From an optimization exercise on the open Yosys and OpenROAD flow, aimed at a short achievable clock period and few clock cycles; shortcuts taken in it are not production practice. At most, simulation tests tie the RTL to the original design; equivalence was not proved. Power figures rest on the tool's default switching activity, not on a simulated workload.

==> module csr_exec, before the edit <==
module csr_exec #(
    parameter int NSLICE = 4
) (
    input  core_pkg::csr_req              req,
    input  logic                          trap_valid,
    input  logic                          mret_valid,
    input  csr_pkg::csr_pack              csrs,
    output logic [core_pkg::XLEN-1:0]     rd_data,
    output logic                          illegal,
    output logic [10:0]                   we,
    output logic [core_pkg::XLEN-1:0]     operand,
    output logic                          op_set,
    output logic                          op_clr
);
    localparam int SW = core_pkg::XLEN / NSLICE;
    logic [11:0] a;
    logic        known;
    logic        imm_form;
    logic        src_zero;
    logic        is_rw;
    logic        wr_ok;
    logic [10:0] hit;
    assign a = req.addr;
    assign hit[10] = (a == csr_pkg::CSR_MSTATUS);
    assign hit[9]  = (a == csr_pkg::CSR_MTVEC);
    assign hit[8]  = (a == csr_pkg::CSR_MIP);
    assign hit[7]  = (a == csr_pkg::CSR_MIE);
    assign hit[6]  = (a == csr_pkg::CSR_MSCRATCH);
    assign hit[5]  = (a == csr_pkg::CSR_MCAUSE);
    assign hit[4]  = (a == csr_pkg::CSR_MTVAL);
    assign hit[3]  = (a == csr_pkg::CSR_MEPC);
    assign hit[2]  = (a == csr_pkg::CSR_MCYCLE);
    assign hit[1]  = (a == csr_pkg::CSR_MHARTID);
    assign hit[0]  = (a == csr_pkg::CSR_SATP);
    assign known   = |hit;
    assign illegal = req.valid && !known;
    for (genvar g = 0; g < NSLICE; g++) begin : g_rd
        rd_slice #(.LO(g * SW), .W(SW)) u_rd (
            .a        (a),
            .mstatus  (csrs.mstatus[g*SW +: SW]),
            .mtvec    (csrs.mtvec[g*SW +: SW]),
            .mip      (csrs.mip[g*SW +: SW]),
            .mie      (csrs.mie[g*SW +: SW]),
            .mscratch (csrs.mscratch[g*SW +: SW]),
            .mcause   (csrs.mcause[g*SW +: SW]),
            .mtval    (csrs.mtval[g*SW +: SW]),
            .mepc     (csrs.mepc[g*SW +: SW]),
            .mcycle   (csrs.mcycle[g*SW +: SW]),
            .mhartid  (csrs.mhartid[g*SW +: SW]),
            .satp     (csrs.satp[g*SW +: SW]),
            .rd       (rd_data[g*SW +: SW])
        );
    end
    assign imm_form = (req.op == core_pkg::CSR_RWI) || (req.op == core_pkg::CSR_RSI) ||
                      (req.op == core_pkg::CSR_RCI);
    assign is_rw    = (req.op == core_pkg::CSR_RW) || (req.op == core_pkg::CSR_RWI);
    assign op_set   = (req.op == core_pkg::CSR_RS) || (req.op == core_pkg::CSR_RSI);
    assign op_clr   = (req.op == core_pkg::CSR_RC) || (req.op == core_pkg::CSR_RCI);
    assign operand  = imm_form ? {{(core_pkg::XLEN-5){1'b0}}, req.zimm} : req.rs1_data;
    assign src_zero = imm_form ? (req.zimm == 5'd0) : req.rs1_zero;
    assign wr_ok = req.valid && !trap_valid && !mret_valid && !(src_zero && !is_rw);
    assign we    = hit & {11{wr_ok}};
endmodule
Settings: LEC_CHECK=0, ABC_AREA=1, CAP_MARGIN=20, CORE_MARGIN=2, CORE_UTILIZATION=35, SETUP_SLACK_MARGIN=3.0, SLEW_MARGIN=20, SYNTH_HIERARCHICAL=1, SYNTH_MINIMUM_KEEP_SIZE=0; clock period 5.0 ns.
run.sh (not shown) runs the stock make flow with config.mk's settings and CLKGATE_MAP_FILE= SYNTH_SCRIPT=/design/flow/synth_recipe.tcl, a recipe that flattens the netlist after the stock synthesis.
Rerun with:
--- a/flow/design.v
+++ b/flow/design.v
@@ -130,7 +130,7 @@
 endmodule
 `timescale 1ns/10ps
 module csr_exec #(
-    parameter int NSLICE = 4
+    parameter int NSLICE = 8
 ) (
     input  core_pkg::csr_req              req,
     input  logic                          trap_valid,
@@ -145,7 +145,6 @@
 );
     localparam int SW = core_pkg::XLEN / NSLICE;
     logic [11:0] a;
-    logic        known;
     logic        imm_form;
     logic        src_zero;
     logic        is_rw;
@@ -163,8 +162,11 @@
     assign hit[2]  = (a == csr_pkg::CSR_MCYCLE);
     assign hit[1]  = (a == csr_pkg::CSR_MHARTID);
     assign hit[0]  = (a == csr_pkg::CSR_SATP);
-    assign known   = |hit;
-    assign illegal = req.valid && !known;
+    addr_check u_chk (
+        .valid   (req.valid),
+        .a       (a),
+        .illegal (illegal)
+    );
     for (genvar g = 0; g < NSLICE; g++) begin : g_rd
         rd_slice #(.LO(g * SW), .W(SW)) u_rd (
             .a        (a),
@@ -238,6 +240,23 @@
               | ({W{s_mhartid}}  & mhartid)
               | ({W{s_satp}}     & satp);
 endmodule
+module addr_check (
+    input  logic        valid,
+    input  logic [11:0] a,
+    output logic        illegal
+);
+    logic common, g3, lo30, lo34, k3, k180, kb00, kf14, known;
+    assign common = a[8] && !a[5] && !a[3];
+    assign g3   = !a[11] && !a[10] && a[9] && !a[7] && !a[4];
+    assign lo30 = !a[6] && !a[1] && (a[2] || !a[0]);
+    assign lo34 = a[6] && (!a[2] || (!a[1] && !a[0]));
+    assign k3   = g3 && (lo30 || lo34);
+    assign k180 = !a[11] && !a[10] && !a[9] && a[7] && !a[6] && !a[4] && !a[2] && !a[1] && !a[0];
+    assign kb00 = a[11] && !a[10] && a[9] && !a[7] && !a[6] && !a[4] && !a[2] && !a[1] && !a[0];
+    assign kf14 = a[11] && a[10] && a[9] && !a[7] && !a[6] && a[4] && a[2] && !a[1] && !a[0];
+    assign known   = common && (k3 || k180 || kb00 || kf14);
+    assign illegal = valid && !known;
+endmodule
 `timescale 1ns/10ps
 module trap_seq (
     input  logic                rst,
What happened:
- total power rises by 4.0%
- cell area falls by about 1%
- register-to-register slack is worse by 0.03 ns
- area after synthesis rises by about 0.7%
- routed wire length rises by 0.38%
- global-route usage rises by 1.0 points
- via count falls by 1.2%
- hold slack hardly moves
Testbench counts after the change, summed over its fixed seeds: cycles 3,200.
The RTL of the first run of this note was laid out without a check of its function.

[re-timing with driven ports]
The results above use ideal ports. As a check the final layouts listed here were re-extracted and re-timed, cells and wires unchanged. Step 1 (the two cells are an assumption about what drives the block):
set clk [get_ports {clk}]
set_driving_cell -lib_cell sky130_fd_sc_hd__clkbuf_16 $clk
set_driving_cell -lib_cell sky130_fd_sc_hd__buf_2 [delete_from_list [all_inputs] $clk]
Step 2 also shifts input and output timing later by t, the mid clock arrival at the registers, as if the neighbouring blocks saw the same clock. Three values: no drivers, after step 1, after step 2; two values: the first two.
run	t, ns	setup WS [ns]	hold WS [ns]	worst setup path after step 2	worst data-port slew with drivers (ns)
the first run	0.631	1.819 / 1.538 / 1.272	0.553 / 0.539 / 0.553	input to register	0.38
the second run	0.627	1.936 / 1.580 / 1.433	0.554 / 0.554 / 0.554	input to register	0.50
After both steps every run listed still meets setup and hold. For the first run, which loses most, drivers alone change the setup slack by -0.281 ns; drivers and shift together by -0.547 ns.
